This is an optimization exercise on Yosys and OpenROAD, whose aim is small area, a short achievable clock period and few clock cycles per item, not a production implementation. Function was checked by simulation only, so behaviour that the tests miss may differ from the original.

## flow/run.sh

```bash
#!/bin/bash
# synth_recipe.tcl (not shown) runs the flow's synth.tcl, then flattens the netlist and writes it again
# the make line also repeats each setting of config.mk as NAME=value (left out here)
make -C /OpenROAD-flow-scripts/flow DESIGN_CONFIG=/design/flow/config.mk WORK_HOME=/design/flow/orfs CLKGATE_MAP_FILE= SYNTH_SCRIPT=/design/flow/synth_recipe.tcl finish
```

## flow/constraint.sdc

```tcl
create_clock -name core_clock -period 15.0 [get_ports {clk}]
set_input_delay 3.0000 -clock core_clock [delete_from_list [all_inputs] [get_ports {clk}]]
set_output_delay 3.0000 -clock core_clock [all_outputs]
set_load 0.01 [all_outputs]
```

## flow/design.v

```verilog
package ifft_pkg;
    localparam int DW   = 8;
    localparam int TW   = 8;
    localparam int NMAX = 64;
    typedef enum logic [1:0] {
        LOAD,
        COMPUTE,
        UNLOAD
    } state_e;
    function automatic logic signed [TW-1:0] tw_cos(input logic [4:0] k);
        case (k)
            5'd0: tw_cos = 8'sd64;
            5'd1: tw_cos = 8'sd64;
            5'd2: tw_cos = 8'sd63;
            5'd3: tw_cos = 8'sd61;
            5'd4: tw_cos = 8'sd59;
            5'd5: tw_cos = 8'sd56;
            5'd6: tw_cos = 8'sd53;
            5'd7: tw_cos = 8'sd49;
            5'd8: tw_cos = 8'sd45;
            5'd9: tw_cos = 8'sd41;
            5'd10: tw_cos = 8'sd36;
            5'd11: tw_cos = 8'sd30;
            5'd12: tw_cos = 8'sd24;
            5'd13: tw_cos = 8'sd19;
            5'd14: tw_cos = 8'sd12;
            5'd15: tw_cos = 8'sd6;
            5'd16: tw_cos = 8'sd0;
            5'd17: tw_cos = -8'sd6;
            5'd18: tw_cos = -8'sd12;
            5'd19: tw_cos = -8'sd19;
            5'd20: tw_cos = -8'sd24;
            5'd21: tw_cos = -8'sd30;
            5'd22: tw_cos = -8'sd36;
            5'd23: tw_cos = -8'sd41;
            5'd24: tw_cos = -8'sd45;
            5'd25: tw_cos = -8'sd49;
            5'd26: tw_cos = -8'sd53;
            5'd27: tw_cos = -8'sd56;
            5'd28: tw_cos = -8'sd59;
            5'd29: tw_cos = -8'sd61;
            5'd30: tw_cos = -8'sd63;
            5'd31: tw_cos = -8'sd64;
            default: tw_cos = '0;
        endcase
    endfunction
    function automatic logic signed [TW-1:0] tw_sin(input logic [4:0] k);
        case (k)
            5'd0: tw_sin = 8'sd0;
            5'd1: tw_sin = 8'sd6;
            5'd2: tw_sin = 8'sd12;
            5'd3: tw_sin = 8'sd19;
            5'd4: tw_sin = 8'sd24;
            5'd5: tw_sin = 8'sd30;
            5'd6: tw_sin = 8'sd36;
            5'd7: tw_sin = 8'sd41;
            5'd8: tw_sin = 8'sd45;
            5'd9: tw_sin = 8'sd49;
            5'd10: tw_sin = 8'sd53;
            5'd11: tw_sin = 8'sd56;
            5'd12: tw_sin = 8'sd59;
            5'd13: tw_sin = 8'sd61;
            5'd14: tw_sin = 8'sd63;
            5'd15: tw_sin = 8'sd64;
            5'd16: tw_sin = 8'sd64;
            5'd17: tw_sin = 8'sd64;
            5'd18: tw_sin = 8'sd63;
            5'd19: tw_sin = 8'sd61;
            5'd20: tw_sin = 8'sd59;
            5'd21: tw_sin = 8'sd56;
            5'd22: tw_sin = 8'sd53;
            5'd23: tw_sin = 8'sd49;
            5'd24: tw_sin = 8'sd45;
            5'd25: tw_sin = 8'sd41;
            5'd26: tw_sin = 8'sd36;
            5'd27: tw_sin = 8'sd30;
            5'd28: tw_sin = 8'sd24;
            5'd29: tw_sin = 8'sd19;
            5'd30: tw_sin = 8'sd12;
            5'd31: tw_sin = 8'sd6;
            default: tw_sin = '0;
        endcase
    endfunction
    function automatic logic [5:0] bitrev(input logic [5:0] v, input int bits);
        logic [5:0] r;
        for (int i = 0; i < 6; i++) begin
            r[i] = v[5-i];
        end
        bitrev = r >> (6 - bits);
    endfunction
endpackage
module ifft_butterfly #(
    parameter int DW   = 8,
    parameter int TW   = 8,
    parameter int FRAC = 6
) (
    input  logic signed [DW-1:0] a_re,
    input  logic signed [DW-1:0] a_im,
    input  logic signed [DW-1:0] b_re,
    input  logic signed [DW-1:0] b_im,
    input  logic signed [TW-1:0] w_re,
    input  logic signed [TW-1:0] w_im,
    output logic signed [DW-1:0] y0_re,
    output logic signed [DW-1:0] y0_im,
    output logic signed [DW-1:0] y1_re,
    output logic signed [DW-1:0] y1_im
);
    localparam int PW = DW + TW;
    localparam int SW = DW + 2;
    localparam logic signed [DW-1:0] OUT_MAX = {1'b0, {(DW-1){1'b1}}};
    localparam logic signed [DW-1:0] OUT_MIN = {1'b1, {(DW-1){1'b0}}};
    function automatic logic signed [DW-1:0] sat(input logic signed [SW-1:0] v);
        if (v > (SW)'(OUT_MAX)) begin
            sat = OUT_MAX;
        end else if (v < (SW)'(OUT_MIN)) begin
            sat = OUT_MIN;
        end else begin
            sat = (DW)'(v);
        end
    endfunction
    logic signed [PW-1:0] p_rr, p_ii, p_ri, p_ir;
    logic signed [PW:0]   acc_re, acc_im;
    logic signed [SW-1:0] t_re, t_im, a_re_x, a_im_x;
    always_comb begin
        p_rr   = (PW)'(b_re) * (PW)'(w_re);
        p_ii   = (PW)'(b_im) * (PW)'(w_im);
        p_ri   = (PW)'(b_re) * (PW)'(w_im);
        p_ir   = (PW)'(b_im) * (PW)'(w_re);
        acc_re = (PW+1)'(p_rr) - (PW+1)'(p_ii);
        acc_im = (PW+1)'(p_ri) + (PW+1)'(p_ir);
        t_re   = (SW)'(acc_re >>> FRAC);
        t_im   = (SW)'(acc_im >>> FRAC);
        a_re_x = (SW)'(a_re);
        a_im_x = (SW)'(a_im);
        y0_re  = sat((a_re_x + t_re) >>> 1);
        y0_im  = sat((a_im_x + t_im) >>> 1);
        y1_re  = sat((a_re_x - t_re) >>> 1);
        y1_im  = sat((a_im_x - t_im) >>> 1);
    end
endmodule
module ifft_core #(
    parameter int N     = 16,
    parameter int LOG2N = 4,
    parameter int DW    = 8,
    parameter int TW    = 8
) (
    input  logic          clk,
    input  logic          rst,
    input  logic          in_valid,
    output logic          in_ready,
    input  logic [DW-1:0] in_re,
    input  logic [DW-1:0] in_im,
    output logic          out_valid,
    input  logic          out_ready,
    output logic [DW-1:0] out_re,
    output logic [DW-1:0] out_im,
    output logic          out_last,
    output logic          busy
);
    localparam int NB = N / 2;
    ifft_pkg::state_e state_q, state_d;
    logic [LOG2N-1:0] in_cnt_q, in_cnt_d;
    logic [LOG2N-1:0] out_cnt_q, out_cnt_d;
    logic [LOG2N-1:0] bfly_q, bfly_d;
    logic [2:0]       stage_q, stage_d;
    logic signed [DW-1:0] buf_re_q [N];
    logic signed [DW-1:0] buf_im_q [N];
    logic signed [DW-1:0] buf_re_d [N];
    logic signed [DW-1:0] buf_im_d [N];
    logic          in_ready_q, in_ready_d;
    logic          busy_q, busy_d;
    logic          out_valid_q, out_valid_d;
    logic          out_last_q, out_last_d;
    logic [DW-1:0] out_re_q, out_re_d;
    logic [DW-1:0] out_im_q, out_im_d;
    logic [LOG2N-1:0] half, pos, i0, i1, k, ld_idx;
    logic [4:0]       tw_idx;
    logic signed [DW-1:0] y0_re, y0_im, y1_re, y1_im;
    always_comb begin
        half   = (LOG2N)'(1) << stage_q;
        pos    = bfly_q & (half - (LOG2N)'(1));
        i0     = ((bfly_q >> stage_q) << (stage_q + 3'd1)) + pos;
        i1     = i0 + half;
        k      = pos << (3'(LOG2N - 1) - stage_q);
        tw_idx = 5'(k) * 5'(ifft_pkg::NMAX / N);
        ld_idx = (LOG2N)'(ifft_pkg::bitrev(6'(in_cnt_q), LOG2N));
    end
    ifft_butterfly #(
        .DW   (DW),
        .TW   (TW),
        .FRAC (6)
    ) u_bfly (
        .a_re  (buf_re_q[i0]),
        .a_im  (buf_im_q[i0]),
        .b_re  (buf_re_q[i1]),
        .b_im  (buf_im_q[i1]),
        .w_re  (ifft_pkg::tw_cos(tw_idx)),
        .w_im  (ifft_pkg::tw_sin(tw_idx)),
        .y0_re (y0_re),
        .y0_im (y0_im),
        .y1_re (y1_re),
        .y1_im (y1_im)
    );
    always_comb begin
        state_d   = state_q;
        in_cnt_d  = in_cnt_q;
        out_cnt_d = out_cnt_q;
        bfly_d    = bfly_q;
        stage_d   = stage_q;
        for (int i = 0; i < N; i++) begin
            buf_re_d[i] = buf_re_q[i];
            buf_im_d[i] = buf_im_q[i];
        end
        case (state_q)
            ifft_pkg::LOAD: begin
                if (in_valid && in_ready_q) begin
                    buf_re_d[ld_idx] = in_re;
                    buf_im_d[ld_idx] = in_im;
                    if (in_cnt_q == (LOG2N)'(N - 1)) begin
                        in_cnt_d = '0;
                        state_d  = ifft_pkg::COMPUTE;
                    end else begin
                        in_cnt_d = in_cnt_q + (LOG2N)'(1);
                    end
                end
            end
            ifft_pkg::COMPUTE: begin
                buf_re_d[i0] = y0_re;
                buf_im_d[i0] = y0_im;
                buf_re_d[i1] = y1_re;
                buf_im_d[i1] = y1_im;
                if (bfly_q == (LOG2N)'(NB - 1)) begin
                    bfly_d = '0;
                    if (stage_q == 3'(LOG2N - 1)) begin
                        stage_d = '0;
                        state_d = ifft_pkg::UNLOAD;
                    end else begin
                        stage_d = stage_q + 3'd1;
                    end
                end else begin
                    bfly_d = bfly_q + (LOG2N)'(1);
                end
            end
            ifft_pkg::UNLOAD: begin
                if (out_valid_q && out_ready) begin
                    if (out_cnt_q == (LOG2N)'(N - 1)) begin
                        out_cnt_d = '0;
                        state_d   = ifft_pkg::LOAD;
                    end else begin
                        out_cnt_d = out_cnt_q + (LOG2N)'(1);
                    end
                end
            end
            default: state_d = ifft_pkg::LOAD;
        endcase
        in_ready_d  = (state_d == ifft_pkg::LOAD);
        busy_d      = (state_d != ifft_pkg::LOAD);
        out_valid_d = (state_d == ifft_pkg::UNLOAD);
        out_last_d  = out_valid_d && (out_cnt_d == (LOG2N)'(N - 1));
        out_re_d    = out_valid_d ? buf_re_d[out_cnt_d] : '0;
        out_im_d    = out_valid_d ? buf_im_d[out_cnt_d] : '0;
    end
    always_ff @(posedge clk or negedge rst) begin
        if (!rst) begin
            state_q     <= ifft_pkg::LOAD;
            in_cnt_q    <= '0;
            out_cnt_q   <= '0;
            bfly_q      <= '0;
            stage_q     <= '0;
            in_ready_q  <= 1'b1;
            busy_q      <= 1'b0;
            out_valid_q <= 1'b0;
            out_last_q  <= 1'b0;
            out_re_q    <= '0;
            out_im_q    <= '0;
            for (int i = 0; i < N; i++) begin
                buf_re_q[i] <= '0;
                buf_im_q[i] <= '0;
            end
        end else begin
            state_q     <= state_d;
            in_cnt_q    <= in_cnt_d;
            out_cnt_q   <= out_cnt_d;
            bfly_q      <= bfly_d;
            stage_q     <= stage_d;
            in_ready_q  <= in_ready_d;
            busy_q      <= busy_d;
            out_valid_q <= out_valid_d;
            out_last_q  <= out_last_d;
            out_re_q    <= out_re_d;
            out_im_q    <= out_im_d;
            for (int i = 0; i < N; i++) begin
                buf_re_q[i] <= buf_re_d[i];
                buf_im_q[i] <= buf_im_d[i];
            end
        end
    end
    assign in_ready  = in_ready_q;
    assign busy      = busy_q;
    assign out_valid = out_valid_q;
    assign out_last  = out_last_q;
    assign out_re    = out_re_q;
    assign out_im    = out_im_q;
endmodule
```

## flow/config.mk

```make
export PLATFORM = sky130hd
export DESIGN_NAME = ifft_core
export DESIGN_NICKNAME = ifft_core
export VERILOG_FILES = /design/flow/design.v
export SDC_FILE = /design/flow/constraint.sdc
export NUM_CORES = 4
export LEC_CHECK = 0
export CAP_MARGIN = 20
export CORE_MARGIN = 2
export CORE_UTILIZATION = 25
export PLACE_DENSITY = 0.45
export SLEW_MARGIN = 20
```

==> run notes <==
cells in the final DEF, fill, tap and decap left out, types with 28 or more instances in the layout:
| master | synthesis | final |
|---|---|---|
| buf_4 | 1 | 520 |
| nor2_1 | 477 | 430 |
| nand2_1 | 431 | 415 |
| inv_1 | 372 | 372 |
| o21ai_0 | 376 | 368 |
| a21oi_1 | 310 | 295 |
| dfrtp_1 | 292 | 292 |
| a22oi_1 | 284 | 284 |
| fa_1 | 250 | 250 |
| ha_1 | 160 | 160 |
| o22ai_1 | 119 | 116 |
| nor3_1 | 107 | 98 |
| nand3_1 | 92 | 88 |
| a211oi_1 | 80 | 78 |
| xnor2_1 | 64 | 60 |
| mux2i_1 | 59 | 58 |
| o211ai_1 | 56 | 56 |
| a221oi_1 | 62 | 56 |
| clkbuf_16 | 0 | 46 |
| a31oi_1 | 44 | 43 |
| diode_2 | 0 | 42 |
| a22o_1 | 41 | 41 |
| nand2b_1 | 41 | 40 |
| nor2_2 | 1 | 38 |
| o31ai_1 | 40 | 38 |
| clkdlybuf4s50_1 | 0 | 38 |
| or2_2 | 37 | 37 |
| a21o_1 | 35 | 35 |
| and2_1 | 32 | 31 |
| o221ai_1 | 30 | 30 |
| a222oi_1 | 28 | 28 |
logic make-up after synthesis:
kind of cell / after synthesis
buffers and inverters: 733
AO/OA/AOI/OAI: 1736
XOR/XNOR: 90
adder cells (fa/ha/maj): 416
flip-flops: 293
multiplexers: 73
AND/OR/NAND/NOR: 1366
flip-flops by register name (all words and copies together), names as in the netlist:
| name | flops |
|---|---|
| in_ready_q | 1 |
| out_im_q | 8 |
| buf_im_q | 128 |
| bfly_q | 4 |
| in_cnt_q | 4 |
| out_cnt_q | 4 |
| stage_q | 3 |
| busy_q | 1 |
| state_q | 2 |
| out_valid_q | 1 |
| out_re_q | 8 |
| buf_re_q | 128 |
| out_last_q | 1 |
cell type report:
class / instances / area, um2
flip-flops and latches: 293 / 7330
fillers: 15700 / 101000
clock buffers: 63 / 1300
diodes: 42 / 105
well taps: 1917 / 2400
inverters: 375 / 1410
clock inverters: 18 / 319
repair buffers: 580 / 4680
multi-input cells: 3683 / 27300
stage by stage:
| step | setup WS (ns) | utilization (%) | instances | area [um2] | setup TNS, ns |
|---|---|---|---|---|---|
| detailed placement | 0.00665 | 29.3 | 6829 | 42600 | 0 |
| global placement | -0.00634 | 29.3 | 6829 | 42600 | -0.00634 |
| CTS | 0.108 | 30.4 | 6910 | 44300 | 0 |
| global route | -0.0362 | 30.7 | 6932 | 44700 | -0.0557 |
| floorplan | 0.157 | - | 4707 | 36700 | 0 |
| finish | 0.579 | 30.8 | 6971 | 44800 | 0 |
worst max path at each step:
| stage | start | end | slack [ns] |
|---|---|---|---|
| 2_1_floorplan | stage_q[0]$_DFFE_PN0P_ | out_im_q[5]$_DFF_PN0_ | 0.16 |
| 3_3_place_gp | stage_q[0]$_DFFE_PN0P_ | out_im_q[4]$_DFF_PN0_ | -0.006 |
| 3_5_place_dp | stage_q[0]$_DFFE_PN0P_ | out_im_q[4]$_DFF_PN0_ | 0.007 |
| 4_1_cts | stage_q[0]$_DFFE_PN0P_ | out_im_q[4]$_DFF_PN0_ | 0.11 |
| 5_1_grt | stage_q[0]$_DFFE_PN0P_ | out_im_q[4]$_DFF_PN0_ | -0.04 |
| 6_report | stage_q[0]$_DFFE_PN0P_ | out_im_q[7]$_DFF_PN0_ | 0.58 |
worst max-delay path: cells and delay by family (launching register included):
family	cells	cell delay [ns]
AO/OA/AOI/OAI	20	3.34
flip-flops	1	0.44
buffers and inverters	11	1.99
AND/OR/NAND/NOR	14	2.67
adder cells (fa/ha/maj)	13	5.13
XOR/XNOR	3	0.63
timing repair:
action | in CTS | in global routing
resized for setup | 3 | 49
hold endpoints to repair | 0 | 0
setup buffers | 0 | 14
gates cloned | 0 | 4
setup endpoints to repair | 5 | 91
pin swaps | 0 | 7
per-layer routing:
layer	track usage (%)	vias up	wire length, um
met5	0	-	449
met4	34.7	36	33300
met3	16.0	1411	42300
met2	60.5	4319	133000
met1	53.8	23500	128000
li1	-	17700	-
==> impl.org <==
** Logic synthesis
- In the post-synthesis netlist, the cell with the most instances is nor2_1.
- Simple-gate share of the synthesized area :: 16.7%
- Seq/Total Area, Yosys :: 20.0%
- Adder-cell share of the synthesized area :: 19.3%
- The synthesized netlist devotes 31.9% of its cell area to compound gates.
- List of most frequent post-synthesis cells :: 477 x nor2_1, 431 x nand2_1, 376 x o21ai_0, 372 x inv_1, 310 x a21oi_1
- Main combinational cell family by area after synthesis :: compound AO/OA/AOI/OAI gates
- Synth Cell Area :: 0.0367 mm2
- Summed over its instances, the top area cell type makes up 19.9% of the synthesized netlist area.
- Yosys warnings :: 10
- By area the synthesized netlist is led by dfrtp_1 20%, fa_1 14%, a22oi_1 5.8%.
- Avg Synthesized Cell Area :: 7.79 um2
- Net count after synthesis :: 5137
- The cell count after synthesis came out at 4707.
- Main flop type after synthesis :: dfrtp_1
- Number of synthesized flops with an enable pin :: 0
- Multiplexer share of the synthesized area :: 2.23%
- Counting distinct cell types in the post-synthesis netlist gives 111.
- Post-synth top area cell :: dfrtp_1
- Flip-flop and latch count after synthesis :: 293
- Of the total synthesized cell area, the portion taken by XOR and XNOR cells is 2.27%.
- Of all flip-flops after synthesis, the portion carrying an async set or reset was 100%.

** STA
- Number of failing setup endpoints in the final timing report :: 0
- Maximum achievable frequency :: 69.3 MHz
- Unrepaired setup endpoints after global routing :: true
- The tightest hold path in the finished design has a slack of 0.571 ns.
- The count of endpoints failing hold in the final timing report was 0.
- The max-slew violation count is 0.
- For the pin with the worst max-slew slack, the measured transition is 1.31 ns.
- Crit path time final :: 14.42 ns
- Relative slew slack :: 12.2%
- The worst path uses 96.1% of the clock period.
- Across the routed clock network, the largest skew measured is 0.0685 ns.

** Finish
- Fraction of layout instances using a drive strength above 1 :: 17.0%
- From synthesis to final layout, the design area changed by 22.3%.
- Number of nets in the layout :: 5408

** Clocking
- In this run the clock root is driven by a clkbuf_16.
- TritonCTS built the clock tree.
- Clock latency on the worst-skew pair, taken at its later pin, is 0.70 ns.
- Buffers inserted during clock tree synthesis total 45.
- After clock tree synthesis, the clock-pin slew on the worst setup and hold paths is 0.06 ns.
- Clock tree synthesis found a total of 293 sinks.
- The clock tree synthesis step divided the H-tree into 2 levels.
- Max Root-Sink Buffers :: 3
- # hold bufs at CTS :: 0

** Die
- Io pins :: 40
- Die height :: 387 um
- The region available for standard cell placement spans 0.146 mm2.
- Die width :: 387 um
- For this configuration, the core starts out at a cell density of 25.2%.
- The die covers 0.150 mm2.
- The initialized floorplan defines 140 standard-cell rows.

** Setup path
- For this design, the slowest cell found on the critical path is fa_1.
- Startpoint type of the worst setup path :: flip-flop
- Worst reg2reg path endpoint :: out_im_q[7]$_DFF_PN0_
- The worst register-to-register path has a setup slack of 0.58 ns.
- Among the stages of the critical path, the cell type that occurs most often is buf_4.
- Startpoint of the lowest-slack register-to-register path :: stage_q[0]$_DFFE_PN0P_
- The critical path is of the reg2reg type.
- Measured in cells, the most critical reg-to-reg path has a length of 61.
- Critical path required time :: 15.51 ns
- CP peak stage delay :: 0.61 ns
- Crit path max fanout :: 14
- The worst setup path is captured at a flip-flop.
- For the worst setup path, the data arrival time is 14.93 ns.

** Place
- Final weighted congestion in routability-driven placement :: 1.09
- HPWL Detailed :: 243 mm
- Number of I/O port buffers :: 39

** Job
- Count of maximum capacitance violations :: 0

** Global route
- The first global-routing pass estimated 438 mm of wire.
- Global routing used 43.5% of the available tracks.
- Summed over all layers, the global routing overflow is 0.
- Pin count of the biggest net entering global routing :: 70
- The initial antenna violation count came to 62.
- The via count of the first global-routing pass was 43900.

** Route
- After detailed routing, the number of remaining DRC violations is 0.
- Overall routed net length :: 337 mm
- DR WL/cell :: 48.4 um
- Drt initial violations :: 8568
- Total via count in the routed design :: 47000
- Number of nets with antenna violations after routing :: 0
- After detailed routing, the number of vias per cell comes to 6.74.
- The first TritonRoute pass finished after 8 iterations.

** Worst hold path
- The tightest min-delay check is of the reg2reg type.
- The worst hold path terminates at stage_q[0]$_DFFE_PN0P_.
- Worst hold start :: stage_q[0]$_DFFE_PN0P_
- Cells on Worst Hold Path :: 1

** Status
- The run finished with no timing, DRC or antenna violations.
Testbench counts, summed over its fixed seeds: cycles 16,384, frames 256.

==> port drivers added, routing unchanged <==
Ports are ideal in the flow. The routed layout listed here was re-timed in OpenROAD.
Step 1 (the two cells are an assumption about what drives the block):
set clk [get_ports {clk}]
set_driving_cell -lib_cell sky130_fd_sc_hd__clkbuf_16 $clk
set_driving_cell -lib_cell sky130_fd_sc_hd__buf_2 [delete_from_list [all_inputs] $clk]
Step 2 moves the port delays by t, midway between the first and last clock arrival at a register: inputs arrive t later, outputs are due t later. That takes back most of the time a late clock gives input paths.
Three values: ideal, step 1, step 2; two values: the first two.
t, ns: 0.742
setup slack, ns: 0.579 / 0.579 / 0.579
slew at the worst register clock pin (ns): 0.09 / 0.09
worst slew at a driven data input, ns: 0.10
After both steps this run still meets setup and hold. The setup slack of this run moves by 0.000 ns with the drivers and by 0.000 ns with both steps.
